Source: an optimization exercise on an open RTL-to-GDS flow (aim: small area and a short achievable clock period). Production flows keep margins and buffers that such runs may drop.
Only simulation tests tie the RTL to the original design; equivalence was not proved.
Power is estimated from default activity; no workload was simulated.

==> flow/design.v <==
module aq_reduce_ctrl #(
  parameter  int unsigned DRAIN_TO = 64,
  localparam int unsigned GW       = 16,
  localparam int unsigned DW       = 32,
  localparam int unsigned CW       = 32
) (
  input  logic          RST_N,
  input  logic          CLK,
  input  logic [GW-1:0] CFG_ORG_X,
  input  logic [GW-1:0] CFG_ORG_Y,
  input  logic [GW-1:0] CFG_CNV_X,
  input  logic [GW-1:0] CFG_CNV_Y,
  input  logic          START,
  input  logic          ABORT,
  input  logic          S_TVALID,
  input  logic [DW-1:0] S_TDATA,
  output logic          S_TREADY,
  output logic [GW-1:0] ORG_X,
  output logic [GW-1:0] ORG_Y,
  output logic [GW-1:0] CNV_X,
  output logic [GW-1:0] CNV_Y,
  output logic          DIN_WE,
  output logic          DIN_FSYNC,
  output logic [DW-1:0] DIN,
  input  logic          DOUT_OE,
  input  logic          DOUT_LAST,
  output logic          BUSY,
  output logic          DONE,
  output logic          ERR,
  output logic [CW-1:0] OUT_CNT
);
  logic          r_busy, r_fsync, r_tready, r_drain, r_done;
  logic          r_err, r_din_we;
  logic [DW-1:0] r_din;
  logic [CW-1:0] r_out_cnt;
  logic [GW-1:0] r_org_x, r_org_y, r_cnv_x, r_cnv_y;
  logic [GW-1:0] r_px_x, r_px_y;
  logic [GW-1:0] r_oc_x, r_oc_y;
  logic          r_oc_over;
  function automatic logic [GW-1:0] f_dec(input logic [GW-1:0] a, input logic en);
    logic [GW-1:0] m;
    for (int i = 0; i < GW; i++) begin
      m = '0;
      for (int j = 0; j < i; j++) m[j] = 1'b1;
      f_dec[i] = a[i] ^ (en && ((a & m) == '0));
    end
  endfunction
  function automatic logic [CW:0] f_inc(input logic [CW-1:0] a, input logic en);
    logic [CW:0] x, m;
    x = {1'b0, a};
    for (int i = 0; i <= CW; i++) begin
      m = '0;
      for (int j = 0; j < i; j++) m[j] = 1'b1;
      f_inc[i] = x[i] ^ (en && ((x & m) == m));
    end
  endfunction
  function automatic logic f_le(input logic [GW-1:0] a, input logic [GW-1:0] b);
    logic [GW-1:0] gt, lt;
    logic          g, l;
    for (int i = 0; i < GW; i++) begin
      gt[i] = a[i] && !b[i];
      lt[i] = !a[i] && b[i];
    end
    for (int s = 1; s < GW; s = s * 2)
      for (int i = 0; i + s < GW; i += 2 * s) begin
        g = gt[i + 2 * s - 1] || (!lt[i + 2 * s - 1] && gt[i + s - 1]);
        l = lt[i + 2 * s - 1] || (!gt[i + 2 * s - 1] && lt[i + s - 1]);
        gt[i + 2 * s - 1] = g;
        lt[i + 2 * s - 1] = l;
      end
    f_le = !gt[GW-1];
  endfunction
  logic          w_cfg_ok, w_start_ok, w_fin, w_sync1, w_hs, w_px_row, w_last_px;
  logic          w_drain_to, w_oe_en, w_wrap, w_oc_row, w_oc_load, w_cnt_eq;
  logic [CW:0]   w_out_inc;
  logic [GW-1:0] w_org_x_nxt, w_org_y_nxt, w_cnv_x_nxt, w_cnv_y_nxt;
  assign w_cfg_ok   = (CFG_CNV_X != '0) && f_le(CFG_CNV_X, CFG_ORG_X) &&
                      (CFG_CNV_Y != '0) && f_le(CFG_CNV_Y, CFG_ORG_Y);
  assign w_start_ok = !r_busy && START && w_cfg_ok;
  assign w_fin      = r_busy && r_done;
  assign w_sync1    = r_busy && !r_fsync && !r_tready && !r_drain && !r_done;
  assign w_hs       = r_tready && S_TVALID;
  assign w_px_row   = r_px_x == GW'(1);
  assign w_last_px  = w_px_row && (r_px_y == GW'(1));
  assign w_drain_to = r_px_y[5:0] == 6'(1 - DRAIN_TO);
  assign w_oe_en    = DOUT_OE && r_busy && !r_done;
  assign w_out_inc  = f_inc(r_out_cnt, w_oe_en);
  assign w_wrap     = w_out_inc[CW];
  assign w_oc_row   = w_oe_en && (r_oc_x == GW'(1));
  assign w_oc_load  = w_wrap;
  assign w_cnt_eq   = !r_oc_over && (w_oe_en ? (w_oc_row && (r_oc_y == GW'(1)))
                                             : (r_oc_y == '0));
  assign w_org_x_nxt = w_start_ok ? CFG_ORG_X : r_org_x;
  assign w_org_y_nxt = w_start_ok ? CFG_ORG_Y : r_org_y;
  assign w_cnv_x_nxt = w_start_ok ? CFG_CNV_X : r_cnv_x;
  assign w_cnv_y_nxt = w_start_ok ? CFG_CNV_Y : r_cnv_y;
  always_ff @(posedge CLK or negedge RST_N) begin
    if (!RST_N) begin
      r_busy    <= 1'b0;
      r_fsync   <= 1'b0;
      r_tready  <= 1'b0;
      r_drain   <= 1'b0;
      r_done    <= 1'b0;
      r_err     <= 1'b0;
      r_din_we  <= 1'b0;
      r_din     <= '0;
      r_out_cnt <= '0;
      r_org_x   <= '0;
      r_org_y   <= '0;
      r_cnv_x   <= '0;
      r_cnv_y   <= '0;
      r_px_x    <= '0;
      r_px_y    <= '0;
      r_oc_x    <= '0;
      r_oc_y    <= '0;
      r_oc_over <= 1'b0;
    end else begin
      r_busy   <= r_busy ? (!ABORT && !r_done) : (START && w_cfg_ok);
      r_fsync  <= w_start_ok;
      r_tready <= !ABORT && (w_sync1 || (r_tready && !(w_hs && w_last_px)));
      r_drain  <= !ABORT && ((w_hs && w_last_px) || (r_drain && !DOUT_LAST && !w_drain_to));
      r_done   <= (!r_busy && START && !w_cfg_ok) ||
                  (r_drain && !ABORT && (DOUT_LAST || w_drain_to));
      if (r_busy && ABORT)                r_err <= 1'b1;
      else if (!r_busy && START)          r_err <= !w_cfg_ok;
      else if (r_drain && DOUT_LAST)      r_err <= r_err || !w_cnt_eq;
      else if (r_drain && w_drain_to)     r_err <= 1'b1;
      r_din_we <= w_hs && !ABORT;
      if (w_hs && !ABORT) r_din <= S_TDATA;
      r_out_cnt <= w_start_ok ? '0 : w_out_inc[CW-1:0];
      r_org_x   <= w_org_x_nxt;
      r_org_y   <= w_org_y_nxt;
      r_cnv_x   <= w_cnv_x_nxt;
      r_cnv_y   <= w_cnv_y_nxt;
      r_px_x <= (r_fsync || (w_hs && w_px_row)) ? r_org_x : f_dec(r_px_x, w_hs);
      r_px_y <= r_fsync ? r_org_y : f_dec(r_px_y, (w_hs && w_px_row) || r_drain);
      if (!r_busy) begin
        r_oc_x    <= CFG_CNV_X;
        r_oc_y    <= CFG_CNV_Y;
        r_oc_over <= 1'b0;
      end else begin
        r_oc_x    <= (w_oc_load || w_oc_row) ? r_cnv_x : f_dec(r_oc_x, w_oe_en);
        r_oc_y    <= w_oc_load ? r_cnv_y : f_dec(r_oc_y, w_oc_row);
        r_oc_over <= !w_oc_load && (r_oc_over || (w_oe_en && r_oc_y == '0));
      end
    end
  end
  assign S_TREADY  = r_tready;
  assign ORG_X     = r_org_x;
  assign ORG_Y     = r_org_y;
  assign CNV_X     = r_cnv_x;
  assign CNV_Y     = r_cnv_y;
  assign DIN_WE    = r_din_we;
  assign DIN_FSYNC = r_fsync;
  assign DIN       = r_din;
  assign BUSY      = r_busy;
  assign DONE      = r_done;
  assign ERR       = r_err;
  assign OUT_CNT   = r_out_cnt;
endmodule
==> flow/flow/run.sh <==
#!/bin/bash
# Standard ORFS layout with two changes: the port buffers are buf_1 cells, and
# synthesis maps the logic with flow/abc_speed.script (a delay-driven ABC map)
# in place of ORFS's own abc_speed.script. Everything else is ORFS's scripts.
set -euo pipefail
rm -rf myscripts
cp -r "$FLOW_HOME/scripts" myscripts
cp flow/abc_speed.script myscripts/abc_speed.script
export SCRIPTS_DIR="$PWD/myscripts"
export BUFFER_PORTS_ARGS="-buffer_cell sky130_fd_sc_hd__buf_1"
bash standard.sh > standard.log 2>&1
==> flow/flow/abc_speed.script <==
strash
dch
map -D 1200
topo
stime -c
buffer -c
upsize -c
dnsize -c
==> flow/standard.sh <==
#!/bin/bash
# synth_recipe.tcl (not shown) runs the flow's synth.tcl, then flattens the netlist and writes it again
# the make line also repeats each setting of config.mk as NAME=value (left out here)
make -C /OpenROAD-flow-scripts/flow DESIGN_CONFIG=/design/flow/config.mk WORK_HOME=/design/flow/orfs CLKGATE_MAP_FILE= SYNTH_SCRIPT=/design/flow/synth_recipe.tcl "${@:-finish}"
==> flow/config.mk <==
export PLATFORM = sky130hd
export DESIGN_NAME = aq_reduce_ctrl
export DESIGN_NICKNAME = aq_reduce_ctrl
export VERILOG_FILES = /design/flow/design.v
export SDC_FILE = /design/flow/constraint.sdc
export NUM_CORES = 4
export LEC_CHECK = 0
export CAP_MARGIN = 20
export CORE_MARGIN = 2
export CORE_UTILIZATION = 55
export CTS_BUF_LIST = sky130_fd_sc_hd__clkbuf_8
export CTS_CLUSTER_SIZE = 8
export SETUP_SLACK_MARGIN = 4.85
export SLEW_MARGIN = 20
==> flow/constraint.sdc <==
create_clock -name core_clock -period 8.0 [get_ports {CLK}]
set_input_delay 1.6000 -clock core_clock [delete_from_list [all_inputs] [get_ports {CLK}]]
set_output_delay 1.6000 -clock core_clock [all_outputs]
set_load 0.01 [all_outputs]
==> flow_summary.yaml, run 1 <==
run_status:
  outcome: "complete, no violations"
synth:
  avgSynthCellArea_um2: 8.77
  yosys_warnings: 1
  syn-instance-count: 1139
  synth_top_area_cell: "dfrtp_1"
  mappedNetlistNets: 1247
  yosysTopAreaCellShare: 0.501
  synth_cell_types: 56
  synth_area_leaders: "dfrtp_1, nand2_1, nor2_1"
  ys_seq_area_frac: 0.501
  syn_area_um2: 9990
  ys_ff_latch: 200
placement:
  dp_hpwl_mm: 20.2
  post-place-cells: 1574
  gp_congestion: 0.927
  portBuffers: 236
  place_ws_ns: 3.75
timing:
  fin_ws_ns: 4.93
  worst_pin_slew_ns: 0.906
  finalMaxSlewViolations: 0
  fin_crit_ns: 3.07
  setup_viol: 0
  timing.final.crit_share: 0.384
  whs_ns: 0.515
  finClkSkew_ns: 0.0160
  slew_headroom: 0.395
  final_hold_viol_count: 0
  final.setup.tns_ns: 0
  rsz0062_at_grt: "no"
  fmax_ghz: 0.325
worst_setup_path:
  crit_family: "buffers and inverters"
  crit_fanout: 17
  path_buf_inv: 4
  setup.worst_path.start_class: "input pin"
  crit_arrival_ns: 3.47
  cp.required_ns: 8.40
  critical_path_class: "in -> reg"
  crit_chain: "buf_1 > nand2_1 > a31o_2 > o31ai_1 > nand3_1 > nand4_1 > buf_4 > nor3_4 > buf_4 > clkbuf_16 > nor3b_1"
  critPathMostFrequentCell: "buf_4"
  critPathSlowestCell: "o31ai_1"
  end_kind: "flip-flop"
  max_stage_delay_ns: 0.31
route:
  vias_per_cell: 5.60
  vias: 9132
  wl_mm: 28.9
  drt_drc_violations_left: 0
  drt_iter0_drc: 614
  antenna_left: 0
  firstDrtPassIters: 5
  wire_per_inst_um: 17.7
run:
  max-cap-violations: 0
cts:
  cts_tree: "done"
  cts_made_buffers: 17
  root_buffer: "clkbuf_8"
  clk_pin_slew_ns: 0.11
  clock_latency_ns: 0.48
  clock_path_buffers: 2
  cts.htree.levels: 4
  cts.sinks: 200
die:
  fp.dieH_um: 139
  start_util: 0.558
  num_rows: 49
  core_um2: 17900
  die_w_um: 139
  dieArea_um2: 19300
  ioPinCount: 237
global_routing:
  antenna_found_initial: 2
  grt_max_degree: 64
  grtUsageTotal: 0.296
  grtUsageMet2: 0.476
  grt_remaining_overflow: 0
  gr-usage-met3: 0.0684
  busiest_layer: "met2"
  grt_pass1_wl_mm: 45.5
  grt_use_met1: 0.406
  grt_pass1_vias: 8785
layout:
  final_nets: 1497
  area_growth_pct: 18.8
  n_antenna_cell: 0
  fill_cells: 1561
  finalNonFillerCells: 1631
  drive_above_1_share: 0.127
power_and_ir_drop:
  power.density_nw_per_um2: 278
  irDropWorstVdd_v: 0.000161
  p_leak_nw: 5.44
worst_hold_path:
  hold_path_class: "reg -> reg"
## registers in the layout, indices dropped and copies added, names as in the netlist, 16 cells and up
signal,count
r_org_x,16
r_din,32
r_cnv_y,16
r_oc_y,16
r_out_cnt,32
r_oc_x,16
r_px_y,16
r_px_x,16
r_org_y,16
r_cnv_x,16
## report_power, final
group          internal, mW  switching [mW]  total [mW]  leakage (nW)
registers              1.35           0.320        1.67          2.53
clock network         0.316           0.381       0.698         0.213
logic                 0.374           0.561       0.935          2.70
total                  2.04            1.26        3.30          5.44
## per-stage QoR
stage,area (um^2),utilization,power (mW)
after floorplan,9990,-,2.17
after global placement,11000,0.615,2.55
after detailed placement,11000,0.615,2.58
after CTS,11600,0.649,3.29
after global routing,11900,0.663,3.51
final,11900,0.663,3.30
## routing by layer
metal  share of wire  vias up
met1            0.42     4370
met4           0.021        4
met2            0.47      375
met3           0.083       40
li1                -     4343
met5         0.00080        -
## timing repair
item | CTS | global route
buffers inserted | 5 | 11
cloned | 5 | 4
hold buffers | 0 | 0
setup endpoints to repair | 96 | 177
pin swaps | 7 | 8
resized for setup | 11 | 23
## kinds of logic after synthesis
group,share of synthesized area
AOI/OAI and AO/OA,0.143
xor gates and xnor gates,0.0184
adders and majority gates,0.00626
buffers and inverters,0.0680
DFF,0.501
muxes,0.0361
and+or+nand+nor,0.227
## path summary, 6_finish.rpt
check                                     endpoint  cells after the start                  from  slack (ns)
min                           r_din[5]$_DFFE_PN0P_                      1  r_din[5]$_DFFE_PN0P_        0.52
max in group asynchronous      r_px_y[7]$_DFF_PN0_                      3                 RST_N        5.36
max                        r_out_cnt[24]$_DFF_PN0_                     11          CFG_CNV_X[7]        4.93
min reg2reg                   r_din[5]$_DFFE_PN0P_                      1  r_din[5]$_DFFE_PN0P_        0.52
min in group asynchronous  r_out_cnt[25]$_DFF_PN0_                      1                 RST_N        1.09
max reg2reg                      r_err$_DFFE_PN0P_                      6      r_busy$_DFF_PN0_        5.36
## cell usage after synthesis, drive strengths merged
| cell | n |
|---|---|
| o211ai | 7 |
| xor2 | 13 |
| nor3b | 3 |
| o2111ai | 1 |
| or2 | 16 |
| mux2 | 32 |
| o21ai | 131 |
| a22o | 1 |
| nor2 | 128 |
| clkbuf | 18 |
| inv | 122 |
| a221oi | 1 |
| and2 | 3 |
| nand2 | 218 |
| o31ai | 4 |
| nand3b | 4 |
| a21oi | 37 |
| o31a | 2 |
| a32oi | 1 |
| o32ai | 1 |
| a31oi | 34 |
| o22ai | 18 |
| buf | 19 |
| a22oi | 2 |
| nand4 | 17 |
| nor3 | 28 |
| ha | 5 |
| a31o | 2 |
| a211oi | 1 |
| xnor2 | 8 |
| nand3 | 38 |
| dfrtp | 200 |
| nor4 | 22 |
| o21a | 2 |
## area by class of cell
class | count | area [um^2] | area share
Sequential cell | 200 | 5000 | 0.422
Multi-Input combinational cell | 784 | 4450 | 0.375
Timing Repair Buffer | 264 | 1230 | 0.104
Inverter | 122 | 460 | 0.0388
Tap cell | 229 | 287 | 0.0241
Clock buffer | 17 | 234 | 0.0197
Clock inverter | 15 | 194 | 0.0163
## cell usage in the layout, fill, tap and decap left out, drive strengths merged, types with 23 or more instances in the layout
cell	n
buf	258
nand2	221
dfrtp	200
o21ai	131
nor2	128
inv	127
nand3	39
a21oi	37
a31oi	34
mux2	32
nor3	28
clkbuf	23
==> run 2, diff against run 1 <==
--- a/flow/config.mk
+++ b/flow/config.mk
@@ -12,3 +12,4 @@
 export CTS_CLUSTER_SIZE = 8
 export SETUP_SLACK_MARGIN = 4.85
 export SLEW_MARGIN = 20
+export TNS_END_PERCENT = 10
==> flow_summary.yaml, run 2 <==
synth:
  synth_common_cells: "nand2_1, dfrtp_1, nor2_1"
  synth-compound-area-share: 0.143
  syn_area_um2: 9990
  ys_seq_area_frac: 0.501
  synth_top_family_by_area: "simple AND/OR/NAND/NOR gates"
  mappedNetlistNets: 1247
  synth_edf_count: 0
  async_flop_share: 1.00
  synth_xor_area_frac: 0.0184
  yosys_warnings: 1
  yosysMostFrequentCell: "nand2_1"
  synthAdderAreaFrac: 0.00626
  synthSimpleGateAreaFrac: 0.227
  ys_ff_latch: 200
  muxShareOfSynthArea: 0.0361
  synth_flop_cell: "dfrtp_1"
  avgSynthCellArea_um2: 8.77
  synth_top_area_cell: "dfrtp_1"
  syn-instance-count: 1139
  yosysTopAreaCellShare: 0.501
  synth_cell_types: 56
  synth_area_leaders: "dfrtp_1, nand2_1, nor2_1"
timing:
  worst_pin_slew_ns: 0.909
  rsz0062_at_grt: "yes"
  finalMaxSlewViolations: 0
  fmax_ghz: 0.326
  final.setup.tns_ns: 0
  final_hold_viol_count: 0
  slew_headroom: 0.393
  finClkSkew_ns: 0.0173
  setup_viol: 0
  fin_crit_ns: 3.07
  timing.final.crit_share: 0.384
route:
  vias_per_cell: 5.58
  wl_mm: 28.7
  antenna_left: 0
  vias: 9112
  wire_per_inst_um: 17.6
  firstDrtPassIters: 5
  drt_iter0_drc: 544
  drt_drc_violations_left: 0
placement:
  place_area_um2: 11000
  dp_hpwl_mm: 20.2
  gp_congestion: 0.927
  portBuffers: 236
global_routing:
  grt_pass1_wl_mm: 44.6
  grt_pass1_vias: 8705
  grt_max_degree: 64
  grtUsageTotal: 0.289
  antenna_found_initial: 2
  grt_remaining_overflow: 0
worst_setup_path:
  crit_arrival_ns: 3.44
  crit_chain: "buf_1 > inv_2 > nor2_1 > o31a_1 > nand3_1 > and2_4 > nand2_1 > nand3_1 > nand3_4 > nor2_4 > nand2_8 > buf_16 > a22o_1"
  setup.worst_path.start_class: "input pin"
  critPathSlowestCell: "nor2_4"
  critical_path_class: "in -> reg"
  critPathMostFrequentCell: "nand3_1"
  max_stage_delay_ns: 0.26
  crit_fanout: 7
  cp.required_ns: 8.37
  end_kind: "flip-flop"
die:
  die_w_um: 139
  core_um2: 17900
  dieArea_um2: 19300
  fp.dieH_um: 139
  num_rows: 49
  start_util: 0.558
  ioPinCount: 237
cts:
  clock_path_buffers: 2
  clk_pin_slew_ns: 0.11
  cts.htree.levels: 4
  clock_latency_ns: 0.48
  cts_made_buffers: 17
  cts.sinks: 200
  root_buffer: "clkbuf_8"
  cts_tree: "done"
  hold_buffers: 0
power_and_ir_drop:
  p_int_mw: 2.04
  clock_power_share: 0.212
  comb_power_share: 0.282
  fin_total_pwr_mw: 3.30
  power.density_nw_per_um2: 278
  pwr-share-seq: 0.505
  p_leak_nw: 5.44
  irDropWorstVdd_v: 0.000161
  power_switching_mw: 1.26
  swShare: 0.382
layout:
  fill_cells: 1563
  multi_input_area_um2: 4440
  final_cell_mix: "buf_1, nand2_1, dfrtp_1, nor2_1, inv_1"
  drive_above_1_share: 0.131
  top_regs: "r_din (32), r_out_cnt (32)"
  regArea_um2: 5000
  area_growth_pct: 18.8
  final_nets: 1497
  fin_area_um2: 11900
  layout_commonest_cell: "buf_1"
run_status:
  outcome: "complete, no violations"
run:
  max-cap-violations: 0
worst_hold_path:
  hold_path_class: "reg -> reg"
run 2: cell types whose count changed in the layout (fill, tap and decap cells not counted), sizes merged:
cell | before | now
buf | 258 | 257
clkbuf | 23 | 24
diode | 0 | 1
run 2: cells by family (layout without fill, tap and decap cells):
logic type | count (synthesis) | in the layout
mux | 32 | 32
xor+xnor | 21 | 21
other cells | 0 | 1
fa+ha+maj | 5 | 5
compound gates | 245 | 245
flops | 200 | 200
simple gates | 477 | 481
buf+inv | 159 | 418
run 2: cell type report:
cell class / count / area share
Clock inverter: 15 / 0.0163
Inverter: 122 / 0.0390
Antenna cell: 1 / 0.000211
Sequential cell: 200 / 0.422
Clock buffer: 17 / 0.0197
Multi-Input combinational cell: 784 / 0.375
Timing Repair Buffer: 264 / 0.104
Tap cell: 229 / 0.0241
run 2: layer usage:
metal	track usage	routed length [um]	up-vias
li1	-	-	4331
met3	0.0642	2230	51
met2	0.459	13400	333
met5	0	22	-
met4	0.102	695	4
met1	0.395	12400	4393
run 2: what timing repair did:
action	in CTS	in global routing
buffers inserted	1	14
pin swaps	3	13
cloned	2	8
hold endpoints to repair	0	0
gates resized for setup	9	31
setup endpoints to repair	96	183
run 2: worst max-delay path, delay by kind of cell:
family	cells	cell delay (ns)
AND/OR/NAND/NOR	8	0.97
AO/OA/AOI/OAI	2	0.44
buffers and inverters	3	0.43
run 2: stage by stage:
stage          hold slack, ns  std cells  utilization  setup slack (ns)
3_3_place_gp            0.487       1574        0.615              3.83
6_report                0.516       1632        0.663              4.93
2_1_floorplan           0.512       1139            -              4.88
3_5_place_dp            0.493       1574        0.615              3.75
5_1_grt                 0.530       1631        0.663              4.78
4_1_cts                 0.519       1609        0.644              4.78
run 2: final timing paths:
check / startpoint / end / slack, ns / depth (start not counted)
setup / recovery: CFG_CNV_Y[15] / r_err$_DFFE_PN0P_ / 4.93 / 13
hold / removal: r_din[5]$_DFFE_PN0P_ / r_din[5]$_DFFE_PN0P_ / 0.52 / 1
setup reg to reg: r_busy$_DFF_PN0_ / r_err$_DFFE_PN0P_ / 5.41 / 6
hold reg to reg: r_din[5]$_DFFE_PN0P_ / r_din[5]$_DFFE_PN0P_ / 0.52 / 1
max in group asynchronous: RST_N / r_org_y[3]$_DFFE_PN0P_ / 5.35 / 3
min in group asynchronous: RST_N / r_out_cnt[25]$_DFF_PN0_ / 1.09 / 1
run 2: power by group through the flow:
stage | Combinational (mW) | Clock [mW] | Sequential [mW]
2_1_floorplan | 0.468 | 0 | 1.70
3_3_place_gp | 0.877 | 0 | 1.67
3_5_place_dp | 0.904 | 0 | 1.68
4_1_cts | 0.915 | 0.708 | 1.66
5_1_grt | 1.05 | 0.744 | 1.71
6_report | 0.931 | 0.699 | 1.67
==> run 3, diff against run 2 <==
--- a/flow/config.mk
+++ b/flow/config.mk
@@ -8,8 +8,5 @@
 export CAP_MARGIN = 20
 export CORE_MARGIN = 2
 export CORE_UTILIZATION = 55
-export CTS_BUF_LIST = sky130_fd_sc_hd__clkbuf_8
-export CTS_CLUSTER_SIZE = 8
 export SETUP_SLACK_MARGIN = 4.85
 export SLEW_MARGIN = 20
-export TNS_END_PERCENT = 10
==> flow_summary.yaml, run 3 <==
run_status:
  outcome: "complete, no violations"
worst_setup_path:
  crit_fanout: 6
  max_stage_delay_ns: 0.26
  crit_arrival_ns: 3.43
  r2r-start: "r_busy$_DFF_PN0_"
  critPathSlowestCell: "nor2_4"
  end_kind: "flip-flop"
  critPathMostFrequentCell: "nand3_1"
  ff2ff_path_depth: 6
  crit_family: "simple AND/OR/NAND/NOR gates"
  cp.required_ns: 8.33
  setup.worst_path.start_class: "input pin"
  path_buf_inv: 3
  reg2reg_slack_ns: 5.41
  crit_chain: "buf_1 > inv_2 > nor2_1 > o31a_1 > nand3_1 > and2_4 > nand2_1 > nand3_1 > nand3_4 > nor2_4 > nand2_8 > buf_16 > a22o_1"
  critical_path_class: "in -> reg"
  r2r_end: "r_err$_DFFE_PN0P_"
layout:
  drive_above_1_share: 0.134
  area_growth_pct: 21.5
  layout_commonest_cell: "buf_1"
  multi_input_area_um2: 4460
  fill_cells: 1515
  final_cell_mix: "buf_1, nand2_1, dfrtp_1, inv_1, nor2_1"
  final_nets: 1501
  n_antenna_cell: 0
  top_regs: "r_din (32), r_out_cnt (32)"
  regArea_um2: 5000
cts:
  clock_path_buffers: 2
  cts_tree: "done"
  hold_buffers: 0
  cts.htree.levels: 4
  clock_latency_ns: 0.44
  clk_pin_slew_ns: 0.07
  cts.sinks: 200
  root_buffer: "clkbuf_16"
  cts_made_buffers: 17
timing:
  slew_headroom: 0.395
  timing.final.crit_share: 0.388
  fin_ws_ns: 4.90
  fin_crit_ns: 3.10
  final_hold_viol_count: 0
  finalMaxSlewViolations: 0
  finClkSkew_ns: 0.0145
  rsz0062_at_grt: "yes"
  fmax_ghz: 0.322
  setup_viol: 0
  worst_pin_slew_ns: 0.905
  final.setup.tns_ns: 0
die:
  die_w_um: 139
  num_rows: 49
  fp.dieH_um: 139
  start_util: 0.558
  dieArea_um2: 19300
  ioPinCount: 237
  core_um2: 17900
synth:
  synth_edf_count: 0
  synth_common_cells: "nand2_1, dfrtp_1, nor2_1"
  syn_area_um2: 9990
  avgSynthCellArea_um2: 8.77
  yosysTopAreaCellShare: 0.501
  synth_top_area_cell: "dfrtp_1"
  async_flop_share: 1.00
  ys_seq_area_frac: 0.501
  ys_ff_latch: 200
  yosysMostFrequentCell: "nand2_1"
  synth_flop_cell: "dfrtp_1"
  syn-instance-count: 1139
  synth_cell_types: 56
  yosys_warnings: 1
  synth_area_leaders: "dfrtp_1, nand2_1, nor2_1"
  mappedNetlistNets: 1247
global_routing:
  grt_pass1_wl_mm: 45.4
  antenna_found_initial: 2
  grt_pass1_vias: 8771
  grt_max_degree: 64
  grt_remaining_overflow: 0
  grtUsageTotal: 0.295
power_and_ir_drop:
  irDropWorstVdd_v: 0.000169
  p_leak_nw: 5.58
  power.density_nw_per_um2: 290
route:
  drt_iter0_drc: 665
  drt_drc_violations_left: 0
  antenna_left: 0
  wl_mm: 29.2
  firstDrtPassIters: 5
  vias: 9190
  wire_per_inst_um: 17.8
  vias_per_cell: 5.62
worst_hold_path:
  hold_path.startpoint: "r_din[5]$_DFFE_PN0P_"
  min_to: "r_din[5]$_DFFE_PN0P_"
  hold_depth: 1
  hold_path_class: "reg -> reg"
placement:
  gp_congestion: 0.927
  dp_hpwl_mm: 20.2
  place_ws_ns: 3.75
  portBuffers: 236
run:
  max-cap-violations: 0
## run 3: cell counts after synthesis
Identical to the previous run, type by type.
## run 3: power breakdown
group | internal (mW) | switching [mW] | total (mW)
clock | 0.501 | 0.410 | 0.911
sequential | 1.35 | 0.321 | 1.67
combinational | 0.377 | 0.561 | 0.938
total | 2.23 | 1.29 | 3.52
## run 3: metal layers
layer,routed length [um],up-vias,global-route usage,share of wire
li1,-,4352,-,-
met1,12400,4411,0.403,0.43
met2,13600,375,0.473,0.47
met3,2410,48,0.0742,0.083
met4,700,4,0.0867,0.024
met5,22,-,0,0.00075
## run 3: through the flow
stage / std cells / power (mW) / util / instance area [um^2] / hold WS, ns
6_report: 1635 / 3.52 / 0.678 / 12100 / 0.507
5_1_grt: 1635 / 3.73 / 0.678 / 12100 / 0.523
4_1_cts: 1613 / 3.51 / 0.658 / 11800 / 0.511
3_5_place_dp: 1574 / 2.58 / 0.615 / 11000 / 0.493
3_3_place_gp: 1574 / 2.55 / 0.615 / 11000 / 0.487
2_1_floorplan: 1139 / 2.17 / - / 9990 / 0.512
## run 3: repair_timing
item	CTS	global route
hold endpoints to repair	0	0
setup endpoints to repair	99	177
setup buffers	4	14
gates cloned	3	8
pin swaps	6	8
gates resized for setup	13	27
## run 3: cells by family (layout without fill, tap and decap cells)
| family | after synthesis | after routing | share of synthesized area |
|---|---|---|---|
| muxes | 32 | 32 | 0.0361 |
| adders and majority gates | 5 | 5 | 0.00626 |
| DFF | 200 | 200 | 0.501 |
| AOI/OAI and AO/OA | 245 | 245 | 0.143 |
| buffers and inverters | 159 | 422 | 0.0680 |
| and+or+nand+nor | 477 | 481 | 0.227 |
| xor gates and xnor gates | 21 | 21 | 0.0184 |
## run 3: area by class of cell
type                    count  area share
clock inverters            14      0.0157
flip-flops and latches    200       0.412
well taps                 229      0.0236
repair buffers            268       0.107
clock buffers              18      0.0354
inverters                 122      0.0379
multi-input cells         784       0.368
## run 3: worst max path at each step
stage                   from                      end  cells past startpoint  slack (ns)
2_1_floorplan  CFG_CNV_X[15]   r_org_x[2]$_DFFE_PN0P_                     13        4.88
3_3_place_gp   CFG_CNV_X[15]  r_cnv_y[14]$_DFFE_PN0P_                     14        3.83
6_report       CFG_CNV_Y[15]        r_err$_DFFE_PN0P_                     13        4.90
4_1_cts        CFG_CNV_X[11]        r_err$_DFFE_PN0P_                     13        4.85
5_1_grt        CFG_ORG_X[11]        r_err$_DFFE_PN0P_                     14        4.83
3_5_place_dp   CFG_CNV_X[15]   r_cnv_y[8]$_DFFE_PN0P_                     14        3.75
==> run 4, diff against run 3 <==
--- a/flow/config.mk
+++ b/flow/config.mk
@@ -7,6 +7,8 @@
 export LEC_CHECK = 0
 export CAP_MARGIN = 20
 export CORE_MARGIN = 2
-export CORE_UTILIZATION = 55
-export SETUP_SLACK_MARGIN = 4.85
+export CORE_UTILIZATION = 70
+export CTS_BUF_LIST = sky130_fd_sc_hd__clkbuf_8
+export CTS_CLUSTER_SIZE = 8
+export SETUP_SLACK_MARGIN = 5.0
 export SLEW_MARGIN = 20
==> flow_summary.yaml, run 4 <==
cts:
  cts.htree.levels: 4
  cts_made_buffers: 17
  clock_path_buffers: 2
  clock_latency_ns: 0.48
  root_buffer: "clkbuf_8"
  clk_pin_slew_ns: 0.10
  hold_buffers: 0
  cts.sinks: 200
  cts_tree: "done"
route:
  antenna_left: 0
  vias_per_cell: 6.26
  drt_drc_violations_left: 0
  firstDrtPassIters: 7
  vias: 9965
  wl_mm: 31.4
  drt_iter0_drc: 1198
  wire_per_inst_um: 19.7
timing:
  worst_pin_slew_ns: 0.924
  slew_headroom: 0.384
  final.setup.tns_ns: 0
  fmax_ghz: 0.317
  final_hold_viol_count: 0
  timing.final.crit_share: 0.394
  fin_crit_ns: 3.15
  finalMaxSlewViolations: 0
  rsz0062_at_grt: "yes"
  setup_viol: 0
  finClkSkew_ns: 0.00853
layout:
  top_regs: "r_din (32), r_out_cnt (32)"
  fin_util: 0.875
  fin_area_um2: 12200
  final_cell_mix: "buf_1, dfrtp_1, nand2_1, nor2_1, inv_1"
  area_growth_pct: 22.2
  n_antenna_cell: 0
  layout_commonest_cell: "buf_1"
  final_nets: 1507
  drive_above_1_share: 0.175
synth:
  synth_cell_types: 56
  ys_seq_area_frac: 0.501
  synth_area_leaders: "dfrtp_1, nand2_1, nor2_1"
  yosysTopAreaCellShare: 0.501
  avgSynthCellArea_um2: 8.77
  syn-instance-count: 1139
  yosysMostFrequentCell: "nand2_1"
  synth_common_cells: "nand2_1, dfrtp_1, nor2_1"
  synth_flop_cell: "dfrtp_1"
  yosys_warnings: 1
  syn_area_um2: 9990
  synth_top_area_cell: "dfrtp_1"
  async_flop_share: 1.00
  synth_edf_count: 0
  mappedNetlistNets: 1247
  ys_ff_latch: 200
worst_setup_path:
  r2r_end: "r_org_x[5]$_DFFE_PN0P_"
  end_kind: "flip-flop"
  setup.worst_path.start_class: "input pin"
  reg2reg_slack_ns: 5.19
  cp.required_ns: 8.39
  max_stage_delay_ns: 0.20
  ff2ff_path_depth: 8
  cp-endpoint: "r_org_x[5]$_DFFE_PN0P_"
  r2r-start: "r_busy$_DFF_PN0_"
  critPathSlowestCell: "a31oi_1"
  crit_arrival_ns: 3.54
  critical_path_class: "in -> reg"
  crit_chain: "buf_1 > inv_1 > nand2_1 > o21ai_0 > a31oi_1 > o22ai_1 > nand3_2 > nand3_4 > nor2_4 > nand2_8 > buf_12 > clkbuf_16 > o21ai_1"
  critPathLaunch: "CFG_ORG_Y[5]"
  crit_fanout: 5
power_and_ir_drop:
  comb_power_share: 0.305
  power.density_nw_per_um2: 277
  pwr-share-seq: 0.496
  power_switching_mw: 1.35
  p_int_mw: 2.04
  clock_power_share: 0.199
  irDropWorstVdd_v: 0.000207
  swShare: 0.398
  p_leak_nw: 5.59
die:
  start_util: 0.717
  die_w_um: 123
  dieArea_um2: 15200
  fp.dieH_um: 123
  core_um2: 13900
  num_rows: 43
  ioPinCount: 237
placement:
  dp_hpwl_mm: 19.2
  place_area_um2: 11000
  portBuffers: 236
  gp_congestion: 0.994
run_status:
  outcome: "complete, no violations"
global_routing:
  grt_pass1_wl_mm: 45.3
  grt_pass1_vias: 8962
  antenna_found_initial: 0
  grt_max_degree: 72
  grt_remaining_overflow: 0
  grtUsageTotal: 0.392
worst_hold_path:
  hold_path_class: "reg -> reg"
run:
  max-cap-violations: 0
-- run 4: cell counts after synthesis --
No cell type changed its count.
-- run 4: layer usage --
layer / share of wire / GRT usage / vias up
met5: 0 / 0 / -
met4: 0.045 / 0.192 / 0
met3: 0.12 / 0.0803 / 130
met2: 0.47 / 0.616 / 715
met1: 0.37 / 0.522 / 4746
li1: - / - / 4374
-- run 4: critical path: cells and delay by family --
family          cells  cell delay [ns]
compound gates      4             0.64
simple gates        5             0.68
buf+inv             4             0.62
-- run 4: cells by family (layout without fill, tap and decap cells) --
kind of cell             Yosys count  in the layout  synth area share
AO/OA/AOI/OAI                    245            245             0.143
XOR/XNOR                          21             21            0.0184
adder cells (fa/ha/maj)            5              5           0.00626
buffers and inverters            159            429            0.0680
flip-flops                       200            200             0.501
multiplexers                      32             32            0.0361
AND/OR/NAND/NOR                  477            480             0.227
-- run 4: power by group through the flow --
stage                     Sequential, mW  Combinational [mW]  Clock [mW]
after floorplan                     1.71               0.476           0
after global placement              1.65               0.886           0
after detailed placement            1.67               0.926           0
after CTS                           1.65               0.964       0.663
after global routing                1.71                1.14       0.717
final                               1.68                1.03       0.674
-- run 4: how the worst min path moves through the flow --
stage,from,end,slack (ns),depth (start not counted)
CTS,r_org_y[1]$_DFFE_PN0P_,r_org_y[1]$_DFFE_PN0P_,0.51,2
detailed placement,r_org_y[1]$_DFFE_PN0P_,r_org_y[1]$_DFFE_PN0P_,0.48,2
global placement,r_org_y[2]$_DFFE_PN0P_,r_org_y[2]$_DFFE_PN0P_,0.48,2
floorplan,r_px_x[9]$_DFF_PN0_,r_px_x[9]$_DFF_PN0_,0.51,2
global route,r_din[1]$_DFFE_PN0P_,r_din[1]$_DFFE_PN0P_,0.53,1
finish,r_din[25]$_DFFE_PN0P_,r_din[25]$_DFFE_PN0P_,0.52,1
-- run 4: layout make-up --
type                            count  area, um^2
Timing Repair Buffer              275        1470
Inverter                          122         479
Sequential cell                   200        5010
Multi-Input combinational cell    783        4610
Clock buffer                       17         234
Fill cell                         706        1740
Tap cell                          180         225
Clock inverter                     15         171
-- run 4: stage by stage --
step                worst slack [ns]  std cells  total power [mW]  hold WS (ns)
floorplan                       4.93       1139              2.18         0.512
CTS                             4.99       1580              3.28         0.508
finish                          4.85       1592              3.38         0.517
global route                    4.77       1592              3.57         0.529
detailed placement              3.53       1525              2.59         0.485
global placement                3.64       1525              2.53         0.484
-- run 4: repair_timing --
item / in CTS / in global routing
cloned: 8 / 3
pin swaps: 8 / 21
resized for setup: 29 / 71
buffers inserted: 15 / 9
endpoints found under the hold margin: 0 / 0
setup endpoints to repair: 124 / 130
==> run 5, diff against run 4 <==
--- a/flow/config.mk
+++ b/flow/config.mk
@@ -7,8 +7,8 @@
 export LEC_CHECK = 0
 export CAP_MARGIN = 20
 export CORE_MARGIN = 2
-export CORE_UTILIZATION = 70
+export CORE_UTILIZATION = 45
 export CTS_BUF_LIST = sky130_fd_sc_hd__clkbuf_8
 export CTS_CLUSTER_SIZE = 8
-export SETUP_SLACK_MARGIN = 5.0
+export SETUP_SLACK_MARGIN = 4.85
 export SLEW_MARGIN = 20
==> flow_summary.yaml, run 5 <==
run_status:
  outcome: "complete, no violations"
timing:
  fmax_ghz: 0.318
  final_hold_viol_count: 0
  slew_headroom: 0.394
  finalMaxSlewViolations: 0
  timing.final.crit_share: 0.393
  finClkSkew_ns: 0.0171
  setup_viol: 0
  final.setup.tns_ns: 0
  fin_crit_ns: 3.15
  worst_pin_slew_ns: 0.910
  rsz0062_at_grt: "no"
  fin_ws_ns: 4.85
route:
  vias: 8945
  wire_per_inst_um: 17.9
  antenna_left: 0
  drt_iter0_drc: 592
  vias_per_cell: 5.31
  firstDrtPassIters: 5
  wl_mm: 30.1
  drt_drc_violations_left: 0
power_and_ir_drop:
  comb_power_share: 0.291
  power.density_nw_per_um2: 272
  p_int_mw: 2.00
  pwr-share-seq: 0.508
  fin_total_pwr_mw: 3.26
  swShare: 0.387
  p_leak_nw: 5.48
  clock_power_share: 0.201
  power_switching_mw: 1.26
  irDropWorstVdd_v: 0.000146
layout:
  final_cell_mix: "buf_1, nand2_1, dfrtp_1, inv_1, nor2_1"
  fill_cells: 2081
  finalNonFillerCells: 1685
  fin_area_um2: 12000
  final_nets: 1500
  area_growth_pct: 20.1
  layout_commonest_cell: "buf_1"
  top_regs: "r_din (32), r_out_cnt (32)"
  drive_above_1_share: 0.132
global_routing:
  antenna_found_initial: 3
  grt_pass1_vias: 8689
  grt_pass1_wl_mm: 46.7
  grt_remaining_overflow: 0
  grtUsageTotal: 0.251
  gr-usage-met3: 0.0587
  busiest_layer: "met2"
  grt_use_met1: 0.335
  grtUsageMet2: 0.407
  grt_max_degree: 63
worst_setup_path:
  crit_fanout: 6
  critical_path_class: "in -> reg"
  critPathSlowestCell: "buf_4"
  path_buf_inv: 5
  crit_family: "buffers and inverters"
  crit_arrival_ns: 3.52
  ff2ff_path_depth: 13
  setup.worst_path.start_class: "input pin"
  crit_chain: "buf_4 > inv_6 > nand2_4 > a31oi_4 > nand3_2 > and2_4 > a21oi_2 > nand4_1 > buf_4 > nor3_4 > buf_6 > buf_12 > a21oi_1 > o21a_1"
  r2r-start: "r_busy$_DFF_PN0_"
  max_stage_delay_ns: 0.21
  critPathMostFrequentCell: "buf_4"
  critPathLaunch: "CFG_CNV_X[15]"
  cp.required_ns: 8.38
  cp-endpoint: "r_out_cnt[30]$_DFF_PN0_"
  end_kind: "flip-flop"
  r2r_end: "r_oc_y[15]$_DFF_PN0_"
  cp_num_cells: 14
  reg2reg_slack_ns: 5.50
die:
  dieArea_um2: 23400
  die_w_um: 153
  ioPinCount: 237
  num_rows: 54
  core_um2: 21800
  start_util: 0.458
  fp.dieH_um: 153
synth:
  yosys_warnings: 1
  synth_edf_count: 0
  yosysTopAreaCellShare: 0.501
  yosysMostFrequentCell: "nand2_1"
  ys_seq_area_frac: 0.501
  syn-instance-count: 1139
  avgSynthCellArea_um2: 8.77
  syn_area_um2: 9990
  synth_top_area_cell: "dfrtp_1"
  synth_cell_types: 56
  synth_common_cells: "nand2_1, dfrtp_1, nor2_1"
  synth_area_leaders: "dfrtp_1, nand2_1, nor2_1"
  synth_flop_cell: "dfrtp_1"
  mappedNetlistNets: 1247
  async_flop_share: 1.00
  ys_ff_latch: 200
cts:
  cts_tree: "done"
  cts_made_buffers: 17
  root_buffer: "clkbuf_8"
  clock_path_buffers: 2
  clock_latency_ns: 0.48
  cts.sinks: 200
  hold_buffers: 0
  cts.htree.levels: 4
  clk_pin_slew_ns: 0.10
run:
  max-cap-violations: 0
worst_hold_path:
  hold_path_class: "reg -> reg"
placement:
  portBuffers: 236
  place_ws_ns: 3.76
  post-place-cells: 1626
  place_area_um2: 11100
  dp_hpwl_mm: 20.9
  gp_congestion: 0.911
==> run 5: cell counts after synthesis <==
Identical to the previous run, type by type.
==> run 5: stage by stage <==
step                hold WS, ns  utilization
global placement          0.487        0.508
CTS                       0.518        0.533
global route              0.526        0.550
finish                    0.514        0.550
floorplan                 0.512            -
detailed placement        0.493        0.508
==> run 5: power by group through the flow <==
stage	clock, mW	combinational, mW	sequential [mW]
3_3_place_gp	0	0.895	1.67
6_report	0.656	0.951	1.66
3_5_place_dp	0	0.918	1.68
2_1_floorplan	0	0.468	1.70
5_1_grt	0.708	1.07	1.70
4_1_cts	0.670	0.934	1.66
==> run 5: what timing repair did <==
| item | CTS | global route |
|---|---|---|
| buffers inserted | 3 | 14 |
| gates cloned | 5 | 5 |
| resized for setup | 11 | 37 |
| pin swaps | 5 | 12 |
| setup endpoints to repair | 67 | 125 |
| endpoints found under the hold margin | 0 | 0 |
==> run 5: how the worst min path moves through the flow <==
stage | from | to | slack (ns) | cells after the start
floorplan | r_px_x[9]$_DFF_PN0_ | r_px_x[9]$_DFF_PN0_ | 0.51 | 2
global placement | r_din[24]$_DFFE_PN0P_ | r_din[24]$_DFFE_PN0P_ | 0.49 | 1
detailed placement | r_din[30]$_DFFE_PN0P_ | r_din[30]$_DFFE_PN0P_ | 0.49 | 1
finish | r_din[30]$_DFFE_PN0P_ | r_din[30]$_DFFE_PN0P_ | 0.51 | 1
global route | r_din[18]$_DFFE_PN0P_ | r_din[18]$_DFFE_PN0P_ | 0.53 | 1
CTS | r_din[31]$_DFFE_PN0P_ | r_din[31]$_DFFE_PN0P_ | 0.52 | 1
==> run 5: cell type report <==
type | instances | area (um^2) | area share
tap | 280 | 350 | 0.0292
sequential | 200 | 5000 | 0.417
clock inverter | 11 | 113 | 0.00939
inverter | 122 | 465 | 0.0388
clock buffer | 20 | 275 | 0.0229
multi-input combinational | 783 | 4460 | 0.372
antenna | 1 | 2.50 | 0.000209
timing repair buffer | 268 | 1320 | 0.110
==> run 5: metal layers <==
metal	up-vias	share of wire	wire length, um
li1	4347	-	-
met1	4237	0.44	13200
met2	309	0.47	14100
met3	48	0.070	2120
met4	4	0.023	695
met5	-	0.00093	28
==> run 5: cell families after synthesis <==
logic type | count (synthesis) | share of synthesized area
DFF | 200 | 0.501
AOI/OAI and AO/OA | 245 | 0.143
xor gates and xnor gates | 21 | 0.0184
and+or+nand+nor | 477 | 0.227
buffers and inverters | 159 | 0.0680
adders and majority gates | 5 | 0.00626
muxes | 32 | 0.0361
==> run 5: worst register-to-register path, cell delays in order, from the launching register on <==
cell and delay [ns]:
dfrtp_1 0.37, buf_6 0.36, nand2_2 0.13, nor2_4 0.22
nand4_1 0.16, nand3b_4 0.23, nor2_4 0.17, nand2_1 0.11
nor2_2 0.12, nand2_1 0.13, o21ai_1 0.15, nand3_1 0.08
o211ai_1 0.09, o21ai_1 0.08
==> run 6, diff against run 5 <==
--- a/flow/config.mk
+++ b/flow/config.mk
@@ -7,7 +7,7 @@
 export LEC_CHECK = 0
 export CAP_MARGIN = 20
 export CORE_MARGIN = 2
-export CORE_UTILIZATION = 45
+export CORE_UTILIZATION = 60
 export CTS_BUF_LIST = sky130_fd_sc_hd__clkbuf_8
 export CTS_CLUSTER_SIZE = 8
 export SETUP_SLACK_MARGIN = 4.85
==> flow_summary.yaml, run 6 <==
run_status:
  outcome: "complete, no violations"
route:
  antenna_left: 0
  firstDrtPassIters: 5
  drt_iter0_drc: 834
  vias: 9325
  wl_mm: 29.5
  drt_drc_violations_left: 0
  vias_per_cell: 5.73
  wire_per_inst_um: 18.1
global_routing:
  grt_pass1_vias: 8779
  grt_max_degree: 81
  antenna_found_initial: 1
  grtUsageTotal: 0.325
  grt_remaining_overflow: 0
  grt_pass1_wl_mm: 44.8
placement:
  post-place-cells: 1565
  portBuffers: 236
  dp_hpwl_mm: 20.1
  gp_congestion: 0.934
  place_area_um2: 11000
layout:
  layout_commonest_cell: "buf_1"
  final_cell_mix: "buf_1, nand2_1, dfrtp_1, inv_1, nor2_1"
  fin_util: 0.725
  finalNonFillerCells: 1628
  top_regs: "r_din (32), r_out_cnt (32)"
  area_growth_pct: 19.2
  drive_above_1_share: 0.134
  final_nets: 1502
  fin_area_um2: 11900
  fill_cells: 1320
  multi_input_area_um2: 4440
  regArea_um2: 5010
die:
  start_util: 0.609
  core_um2: 16400
  ioPinCount: 237
  num_rows: 47
  dieArea_um2: 17700
  die_w_um: 133
  fp.dieH_um: 133
timing:
  finClkSkew_ns: 0.0161
  slew_headroom: 0.414
  timing.final.crit_share: 0.389
  final_hold_viol_count: 0
  fmax_ghz: 0.321
  setup_viol: 0
  finalMaxSlewViolations: 0
  worst_pin_slew_ns: 0.879
  rsz0062_at_grt: "yes"
  fin_crit_ns: 3.11
  final.setup.tns_ns: 0
synth:
  syn_area_um2: 9990
  yosysMostFrequentCell: "nand2_1"
  avgSynthCellArea_um2: 8.77
  synth_top_family_by_area: "simple AND/OR/NAND/NOR gates"
  synth_flop_cell: "dfrtp_1"
  synth_top_area_cell: "dfrtp_1"
  yosys_warnings: 1
  ys_ff_latch: 200
  muxShareOfSynthArea: 0.0361
  async_flop_share: 1.00
  synth_edf_count: 0
  syn-instance-count: 1139
  yosysTopAreaCellShare: 0.501
  synthAdderAreaFrac: 0.00626
  ys_seq_area_frac: 0.501
  mappedNetlistNets: 1247
  synth_xor_area_frac: 0.0184
  synthSimpleGateAreaFrac: 0.227
  synth_common_cells: "nand2_1, dfrtp_1, nor2_1"
  synth-compound-area-share: 0.143
  synth_area_leaders: "dfrtp_1, nand2_1, nor2_1"
  synth_cell_types: 56
cts:
  clock_path_buffers: 2
  clock_latency_ns: 0.49
  cts_made_buffers: 17
  cts.sinks: 200
  hold_buffers: 0
  clk_pin_slew_ns: 0.10
  cts_tree: "done"
  root_buffer: "clkbuf_8"
  cts.htree.levels: 4
run:
  max-cap-violations: 0
power_and_ir_drop:
  irDropWorstVdd_v: 0.000179
  swShare: 0.390
  comb_power_share: 0.289
  p_int_mw: 2.00
  p_leak_nw: 5.47
  power.density_nw_per_um2: 275
  fin_total_pwr_mw: 3.28
  clock_power_share: 0.200
  pwr-share-seq: 0.510
  power_switching_mw: 1.28
worst_setup_path:
  critical_path_class: "in -> reg"
  end_kind: "flip-flop"
  crit_fanout: 20
  setup.worst_path.start_class: "input pin"
  cp.required_ns: 8.40
  crit_arrival_ns: 3.51
worst_hold_path:
  hold_path_class: "reg -> reg"
run 6: cell counts after synthesis:
Identical to the previous run, type by type.
run 6: worst max-delay path: stages:
cell       delay, ns
buf_1           0.14
nor4_1          0.41
nand4_1         0.32
nand4_1         0.29
buf_4           0.16
nor3_4          0.04
buf_4           0.16
clkbuf_16       0.19
nor3b_1         0.19
run 6: final timing paths:
| kind | startpoint | to | slack [ns] | depth (start not counted) |
|---|---|---|---|---|
| max | CFG_CNV_Y[12] | r_out_cnt[14]$_DFF_PN0_ | 4.89 | 9 |
| max in group asynchronous | RST_N | r_din[11]$_DFFE_PN0P_ | 5.44 | 2 |
| min reg2reg | r_din[20]$_DFFE_PN0P_ | r_din[20]$_DFFE_PN0P_ | 0.52 | 1 |
| max reg2reg | r_busy$_DFF_PN0_ | r_out_cnt[15]$_DFF_PN0_ | 5.43 | 7 |
| min in group asynchronous | RST_N | r_out_cnt[24]$_DFF_PN0_ | 1.23 | 1 |
| min | r_din[20]$_DFFE_PN0P_ | r_din[20]$_DFFE_PN0P_ | 0.52 | 1 |
run 6: layout make-up:
type                    count  share of cell area
repair buffers            270               0.111
multi-input cells         783               0.373
diodes                      1            0.000210
clock buffers              19              0.0220
flip-flops and latches    200               0.421
well taps                 220              0.0231
clock inverters            13              0.0111
inverters                 122              0.0389
run 6: kinds of logic (layout without fill, tap and decap cells):
logic type      Yosys count  in the layout
simple gates            477            480
fa+ha+maj                 5              5
buf+inv                 159            424
mux                      32             32
other cells               0              1
xor+xnor                 21             21
flops                   200            200
compound gates          245            245
run 6: through the flow:
stage | hold slack (ns) | setup WS (ns)
floorplan | 0.512 | 4.88
finish | 0.517 | 4.89
global placement | 0.489 | 3.72
detailed placement | 0.494 | 3.64
global route | 0.533 | 4.81
CTS | 0.518 | 4.88
run 6: metal layers:
layer	share of wire	track usage	up-vias
li1	-	-	4370
met1	0.39	0.424	4377
met2	0.47	0.525	497
met3	0.094	0.0716	81
met4	0.041	0.142	0
met5	0	0	-
run 6: what timing repair did:
item                       CTS  global route
gates resized for setup     13            32
setup endpoints to repair   74           105
pin swaps                    5            10
gates cloned                 4             6
setup buffers                4            16
run 6: power by group through the flow:
stage	combinational [mW]	clock, mW	sequential [mW]
after global placement	0.884	0	1.67
after CTS	0.928	0.666	1.66
after floorplan	0.468	0	1.70
after detailed placement	0.910	0	1.68
final	0.948	0.656	1.67
after global routing	1.07	0.698	1.71
==> run 7, diff against run 6 <==
==> flow/config.mk (replaced) <==
export PLATFORM = sky130hd
export DESIGN_NAME = aq_reduce_ctrl
export DESIGN_NICKNAME = aq_reduce_ctrl
export VERILOG_FILES = /design/flow/design.v
export SDC_FILE = /design/flow/constraint.sdc
export NUM_CORES = 4
export LEC_CHECK = 0
export CAP_MARGIN = 0
export CORE_MARGIN = 2
export CORE_UTILIZATION = 55
export CTS_BUF_LIST = sky130_fd_sc_hd__clkbuf_8
export CTS_CLUSTER_SIZE = 8
export SETUP_SLACK_MARGIN = 4.85
export SLEW_MARGIN = 0
==> flow_summary.yaml, run 7 <==
global_routing:
  antenna_found_initial: 2
  grt_remaining_overflow: 0
  grt_pass1_wl_mm: 45.5
  grt_max_degree: 64
  grtUsageTotal: 0.296
  grt_pass1_vias: 8785
worst_setup_path:
  crit_chain: "buf_1 > nand2_1 > a31o_2 > o31ai_1 > nand3_1 > nand4_1 > buf_4 > nor3_4 > buf_4 > clkbuf_16 > nor3b_1"
  critPathMostFrequentCell: "buf_4"
  setup.worst_path.start_class: "input pin"
  r2r-start: "r_busy$_DFF_PN0_"
  reg2reg_slack_ns: 5.36
  r2r_end: "r_err$_DFFE_PN0P_"
  critical_path_class: "in -> reg"
  critPathSlowestCell: "o31ai_1"
  crit_family: "buffers and inverters"
  cp.required_ns: 8.40
  max_stage_delay_ns: 0.31
  path_buf_inv: 4
  crit_arrival_ns: 3.47
  ff2ff_path_depth: 6
  end_kind: "flip-flop"
  crit_fanout: 17
layout:
  top_regs: "r_din (32), r_out_cnt (32)"
  final_nets: 1497
  finalNonFillerCells: 1631
  drive_above_1_share: 0.127
  multi_input_area_um2: 4450
  n_antenna_cell: 0
  fill_cells: 1561
  final_cell_mix: "buf_1, nand2_1, dfrtp_1, inv_1, nor2_1"
  regArea_um2: 5000
  area_growth_pct: 18.8
  layout_commonest_cell: "buf_1"
cts:
  cts.htree.levels: 4
  clk_pin_slew_ns: 0.11
  clock_latency_ns: 0.48
  clock_path_buffers: 2
  root_buffer: "clkbuf_8"
  cts_made_buffers: 17
  cts_tree: "done"
  cts.sinks: 200
route:
  vias_per_cell: 5.60
  vias: 9132
  wl_mm: 28.9
  wire_per_inst_um: 17.7
  drt_drc_violations_left: 0
  firstDrtPassIters: 5
  drt_iter0_drc: 614
  antenna_left: 0
power_and_ir_drop:
  power_switching_mw: 1.26
  swShare: 0.382
  p_int_mw: 2.04
  p_leak_nw: 5.44
  power.density_nw_per_um2: 278
  fin_total_pwr_mw: 3.30
  comb_power_share: 0.283
  clock_power_share: 0.211
  pwr-share-seq: 0.505
  irDropWorstVdd_v: 0.000161
placement:
  post-place-cells: 1574
  portBuffers: 236
  dp_hpwl_mm: 20.2
  gp_congestion: 0.927
synth:
  syn-instance-count: 1139
  synth_area_leaders: "dfrtp_1, nand2_1, nor2_1"
  ys_seq_area_frac: 0.501
  async_flop_share: 1.00
  synth_flop_cell: "dfrtp_1"
  avgSynthCellArea_um2: 8.77
  synth_cell_types: 56
  synth_common_cells: "nand2_1, dfrtp_1, nor2_1"
  syn_area_um2: 9990
  ys_ff_latch: 200
  mappedNetlistNets: 1247
  synth_edf_count: 0
  synth_top_area_cell: "dfrtp_1"
  yosysTopAreaCellShare: 0.501
  yosys_warnings: 1
  yosysMostFrequentCell: "nand2_1"
die:
  dieArea_um2: 19300
  start_util: 0.558
  num_rows: 49
  die_w_um: 139
  fp.dieH_um: 139
  core_um2: 17900
  ioPinCount: 237
timing:
  final_hold_viol_count: 0
  finClkSkew_ns: 0.0160
  setup_viol: 0
  slew_headroom: 0.395
  timing.final.crit_share: 0.384
  final.setup.tns_ns: 0
  fmax_ghz: 0.325
  rsz0062_at_grt: "no"
  finalMaxSlewViolations: 0
  worst_pin_slew_ns: 0.906
  fin_crit_ns: 3.07
run:
  max-cap-violations: 0
run_status:
  outcome: "complete, no violations"
worst_hold_path:
  min_to: "r_din[5]$_DFFE_PN0P_"
  hold_path_class: "reg -> reg"
  hold_path.startpoint: "r_din[5]$_DFFE_PN0P_"
  hold_depth: 1
==> run 7: cell counts after synthesis <==
Identical to the previous run, type by type.
==> run 7: logic make-up after synthesis <==
logic type      after synthesis  synth area share
flops                       200             0.501
simple gates                477             0.227
fa+ha+maj                     5           0.00626
buf+inv                     159            0.0680
xor+xnor                     21            0.0184
compound gates              245             0.143
mux                          32            0.0361
==> run 7: repair_timing <==
action	CTS	global route
gates resized for setup	11	23
hold buffers	0	0
cloned	5	4
endpoints found under the setup margin	96	177
buffers inserted	5	11
pin swaps	7	8
==> run 7: worst max path at each step <==
stage / from / to / slack, ns / cells past startpoint
after global routing: CFG_ORG_X[15] / r_org_x[1]$_DFFE_PN0P_ / 4.82 / 13
after CTS: CFG_CNV_X[15] / r_busy$_DFF_PN0_ / 4.84 / 14
after floorplan: CFG_CNV_X[15] / r_org_x[2]$_DFFE_PN0P_ / 4.88 / 13
after global placement: CFG_CNV_X[15] / r_cnv_y[14]$_DFFE_PN0P_ / 3.83 / 14
final: CFG_CNV_X[7] / r_out_cnt[24]$_DFF_PN0_ / 4.93 / 11
after detailed placement: CFG_CNV_X[15] / r_cnv_y[8]$_DFFE_PN0P_ / 3.75 / 14
==> run 7: metrics by stage <==
| stage | utilization | hold WS, ns | area, um^2 | setup WS, ns |
|---|---|---|---|---|
| after detailed placement | 0.615 | 0.493 | 11000 | 3.75 |
| after global routing | 0.663 | 0.531 | 11900 | 4.82 |
| final | 0.663 | 0.515 | 11900 | 4.93 |
| after floorplan | - | 0.512 | 9990 | 4.88 |
| after CTS | 0.649 | 0.519 | 11600 | 4.84 |
| after global placement | 0.615 | 0.487 | 11000 | 3.83 |
==> run 7: layout make-up <==
| cell class | instances | area share |
|---|---|---|
| Clock buffer | 17 | 0.0197 |
| Clock inverter | 15 | 0.0163 |
| Inverter | 122 | 0.0388 |
| Multi-Input combinational cell | 784 | 0.375 |
| Sequential cell | 200 | 0.422 |
| Tap cell | 229 | 0.0241 |
| Timing Repair Buffer | 264 | 0.104 |
==> run 7: layer usage <==
metal,track usage,share of wire
met3,0.0684,0.083
met5,0,0.00080
met1,0.406,0.42
met2,0.476,0.47
met4,0.0872,0.021
==> run 7: power by group through the flow <==
stage	sequential [mW]	clock [mW]	combinational, mW
after CTS	1.66	0.708	0.921
after global placement	1.67	0	0.877
after detailed placement	1.68	0	0.904
after global routing	1.71	0.746	1.06
final	1.67	0.698	0.935
after floorplan	1.70	0	0.468
==> run 7: worst reg2reg max path, cell delays in order (launching register included) <==
cell	delay, ns
dfrtp_1	0.49
inv_1	0.59
nand2_1	0.30
inv_1	0.52
nand2_8	0.23
buf_16	0.23
a22o_1	0.18
==> run 8, diff against run 7 <==
==> flow/config.mk (replaced) <==
export PLATFORM = sky130hd
export DESIGN_NAME = aq_reduce_ctrl
export DESIGN_NICKNAME = aq_reduce_ctrl
export VERILOG_FILES = /design/flow/design.v
export SDC_FILE = /design/flow/constraint.sdc
export NUM_CORES = 4
export LEC_CHECK = 0
export CAP_MARGIN = 20
export CORE_MARGIN = 2
export CORE_UTILIZATION = 55
export CTS_BUF_LIST = sky130_fd_sc_hd__clkbuf_8
export CTS_CLUSTER_SIZE = 8
export SETUP_SLACK_MARGIN = 4.93
export SLEW_MARGIN = 20
==> flow_summary.yaml, run 8 <==
layout:
  final_cell_mix: "buf_1, nand2_1, dfrtp_1, inv_1, nor2_1"
  final_nets: 1489
  layout_commonest_cell: "buf_1"
  drive_above_1_share: 0.128
  n_antenna_cell: 0
  area_growth_pct: 18.3
  top_regs: "r_din (32), r_out_cnt (32)"
  regArea_um2: 5010
  multi_input_area_um2: 4480
  fin_area_um2: 11800
  fill_cells: 1628
run_status:
  outcome: "complete, no violations"
timing:
  timing.final.crit_share: 0.379
  rsz0062_at_grt: "no"
  slew_headroom: 0.399
  finalMaxSlewViolations: 0
  fin_crit_ns: 3.03
  final_hold_viol_count: 0
  setup_viol: 0
  worst_pin_slew_ns: 0.902
  finClkSkew_ns: 0.0161
  fmax_ghz: 0.330
  final.setup.tns_ns: 0
synth:
  yosysMostFrequentCell: "nand2_1"
  synth_common_cells: "nand2_1, dfrtp_1, nor2_1"
  synth_flop_cell: "dfrtp_1"
  yosysTopAreaCellShare: 0.501
  ys_ff_latch: 200
  mappedNetlistNets: 1247
  ys_seq_area_frac: 0.501
  yosys_warnings: 1
  syn-instance-count: 1139
  syn_area_um2: 9990
  avgSynthCellArea_um2: 8.77
  synth_top_area_cell: "dfrtp_1"
  async_flop_share: 1.00
  synth_edf_count: 0
  synth_cell_types: 56
  synth_area_leaders: "dfrtp_1, nand2_1, nor2_1"
worst_setup_path:
  crit_chain: "buf_1 > inv_2 > nor2_1 > o31a_1 > nand3_1 > and2_1 > nand2_1 > nand3_1 > nand3_2 > nor2_4 > nand2_8 > buf_16 > a22o_1"
  critical_path_class: "in -> reg"
  reg2reg_slack_ns: 5.23
  cp.required_ns: 8.38
  setup.worst_path.start_class: "input pin"
  crit_fanout: 7
  critPathSlowestCell: "o31a_1"
  crit_family: "simple AND/OR/NAND/NOR gates"
  crit_arrival_ns: 3.41
  max_stage_delay_ns: 0.25
  path_buf_inv: 3
  end_kind: "flip-flop"
  critPathMostFrequentCell: "nand3_1"
  cp_num_cells: 13
  critPathLaunch: "CFG_CNV_Y[15]"
  r2r-start: "r_busy$_DFF_PN0_"
  ff2ff_path_depth: 7
global_routing:
  grt_pass1_vias: 8363
  grt_remaining_overflow: 0
  grtUsageTotal: 0.283
  grt_use_met1: 0.393
  grt_max_degree: 137
  grtUsageMet2: 0.458
  grt_pass1_wl_mm: 43.5
  busiest_layer: "met2"
  antenna_found_initial: 0
  gr-usage-met3: 0.0584
cts:
  root_buffer: "clkbuf_8"
  clock_latency_ns: 0.50
  hold_buffers: 0
  cts.htree.levels: 4
  cts_tree: "done"
  clock_path_buffers: 2
  cts.sinks: 200
  clk_pin_slew_ns: 0.10
  cts_made_buffers: 17
route:
  firstDrtPassIters: 5
  drt_iter0_drc: 596
  drt_drc_violations_left: 0
  wl_mm: 27.5
  wire_per_inst_um: 16.9
  vias: 9055
  antenna_left: 0
  vias_per_cell: 5.58
worst_hold_path:
  hold_path_class: "reg -> reg"
  hold_depth: 1
  hold_path.startpoint: "r_din[28]$_DFFE_PN0P_"
run:
  max-cap-violations: 0
die:
  ioPinCount: 237
  num_rows: 49
  core_um2: 17900
  die_w_um: 139
  start_util: 0.558
  dieArea_um2: 19300
  fp.dieH_um: 139
placement:
  portBuffers: 236
  place_area_um2: 11100
  dp_hpwl_mm: 18.9
  gp_congestion: 0.881
power_and_ir_drop:
  irDropWorstVdd_v: 0.000194
  p_leak_nw: 5.38
  power.density_nw_per_um2: 274
run 8: what timing repair did:
| item | 4_1_cts | 5_1_grt |
|---|---|---|
| pin swaps | 5 | 6 |
| gates resized for setup | 16 | 27 |
| cloned | 4 | 3 |
| setup buffers | 8 | 3 |
| hold endpoints to repair | 0 | 0 |
| setup endpoints to repair | 126 | 116 |
run 8: area by class of cell:
| cell class | count | area share |
|---|---|---|
| Clock buffer | 17 | 0.0198 |
| Clock inverter | 15 | 0.0132 |
| Inverter | 122 | 0.0406 |
| Multi-Input combinational cell | 784 | 0.379 |
| Sequential cell | 200 | 0.424 |
| Tap cell | 229 | 0.0243 |
| Timing Repair Buffer | 256 | 0.0989 |
run 8: cell families after synthesis:
| family | Yosys count | share of synthesized area |
|---|---|---|
| AO/OA/AOI/OAI | 245 | 0.143 |
| multiplexers | 32 | 0.0361 |
| AND/OR/NAND/NOR | 477 | 0.227 |
| adder cells (fa/ha/maj) | 5 | 0.00626 |
| XOR/XNOR | 21 | 0.0184 |
| flip-flops | 200 | 0.501 |
| buffers and inverters | 159 | 0.0680 |
run 8: routing by layer:
metal | wire length [um] | vias to the layer above
met2 | 13200 | 320
met1 | 12100 | 4375
met5 | 0 | -
met3 | 1750 | 27
met4 | 460 | 0
li1 | - | 4333
run 8: stage by stage:
stage	worst slack, ns	hold slack (ns)	utilization	cells	total power, mW
2_1_floorplan	4.93	0.512	-	1139	2.17
3_3_place_gp	3.53	0.487	0.617	1573	2.55
3_5_place_dp	3.43	0.491	0.617	1573	2.58
4_1_cts	4.94	0.517	0.650	1617	3.25
5_1_grt	4.92	0.535	0.660	1623	3.45
6_report	4.97	0.516	0.660	1623	3.24
run 8: path summary, 6_finish.rpt:
| check | endpoint |
|---|---|
| setup reg to reg | r_err$_DFFE_PN0P_ |
| hold reg to reg | r_din[28]$_DFFE_PN0P_ |
| max in group asynchronous | r_err$_DFFE_PN0P_ |
| hold / removal | r_din[28]$_DFFE_PN0P_ |
| min in group asynchronous | r_out_cnt[11]$_DFF_PN0_ |
| setup / recovery | r_err$_DFFE_PN0P_ |
run 8: power breakdown:
group	total, mW	internal [mW]	switching [mW]
clock	0.654	0.260	0.395
combinational	0.940	0.370	0.570
sequential	1.64	1.35	0.294

[static timing again, ports no longer ideal]
The flow's constraints put no driver on any port. The routed layouts listed below were extracted and timed again, unchanged, in two steps. Step 1 (the two cells are an assumption about what drives the block):
set clk [get_ports {CLK}]
set_driving_cell -lib_cell sky130_fd_sc_hd__clkbuf_16 $clk
set_driving_cell -lib_cell sky130_fd_sc_hd__buf_2 [delete_from_list [all_inputs] $clk]
Step 2 moves the port delays by t, midway between the first and last clock arrival at a register: inputs arrive t later, outputs are due t later. That takes back most of the time a late clock gives input paths. a / b / c = no drivers / after step 1 / after step 2; a / b = the first two.
run	t (ns)	slack for setup (ns)	worst setup path at the end	worst slew at a driven data input, ns
run 1	0.509	4.928 / 4.948 / 4.439	input to register	0.08
run 2	0.511	4.929 / 4.932 / 4.421	input to register	0.08
run 3	0.480	4.898 / 4.925 / 4.444	input to register	0.08
run 4	0.514	4.849 / 4.833 / 4.320	input to register	0.07
run 5	0.518	4.854 / 4.836 / 4.318	input to register	0.09
run 6	0.524	4.889 / 4.907 / 4.383	input to register	0.08
run 7	0.509	4.928 / 4.948 / 4.439	input to register	0.08
run 8	0.529	4.970 / 4.947 / 4.460	input to register	0.06
After both steps setup and hold are still met in every run listed. The setup slack of run 5, which loses most, moves by -0.018 ns with the drivers and by -0.536 ns with both steps.
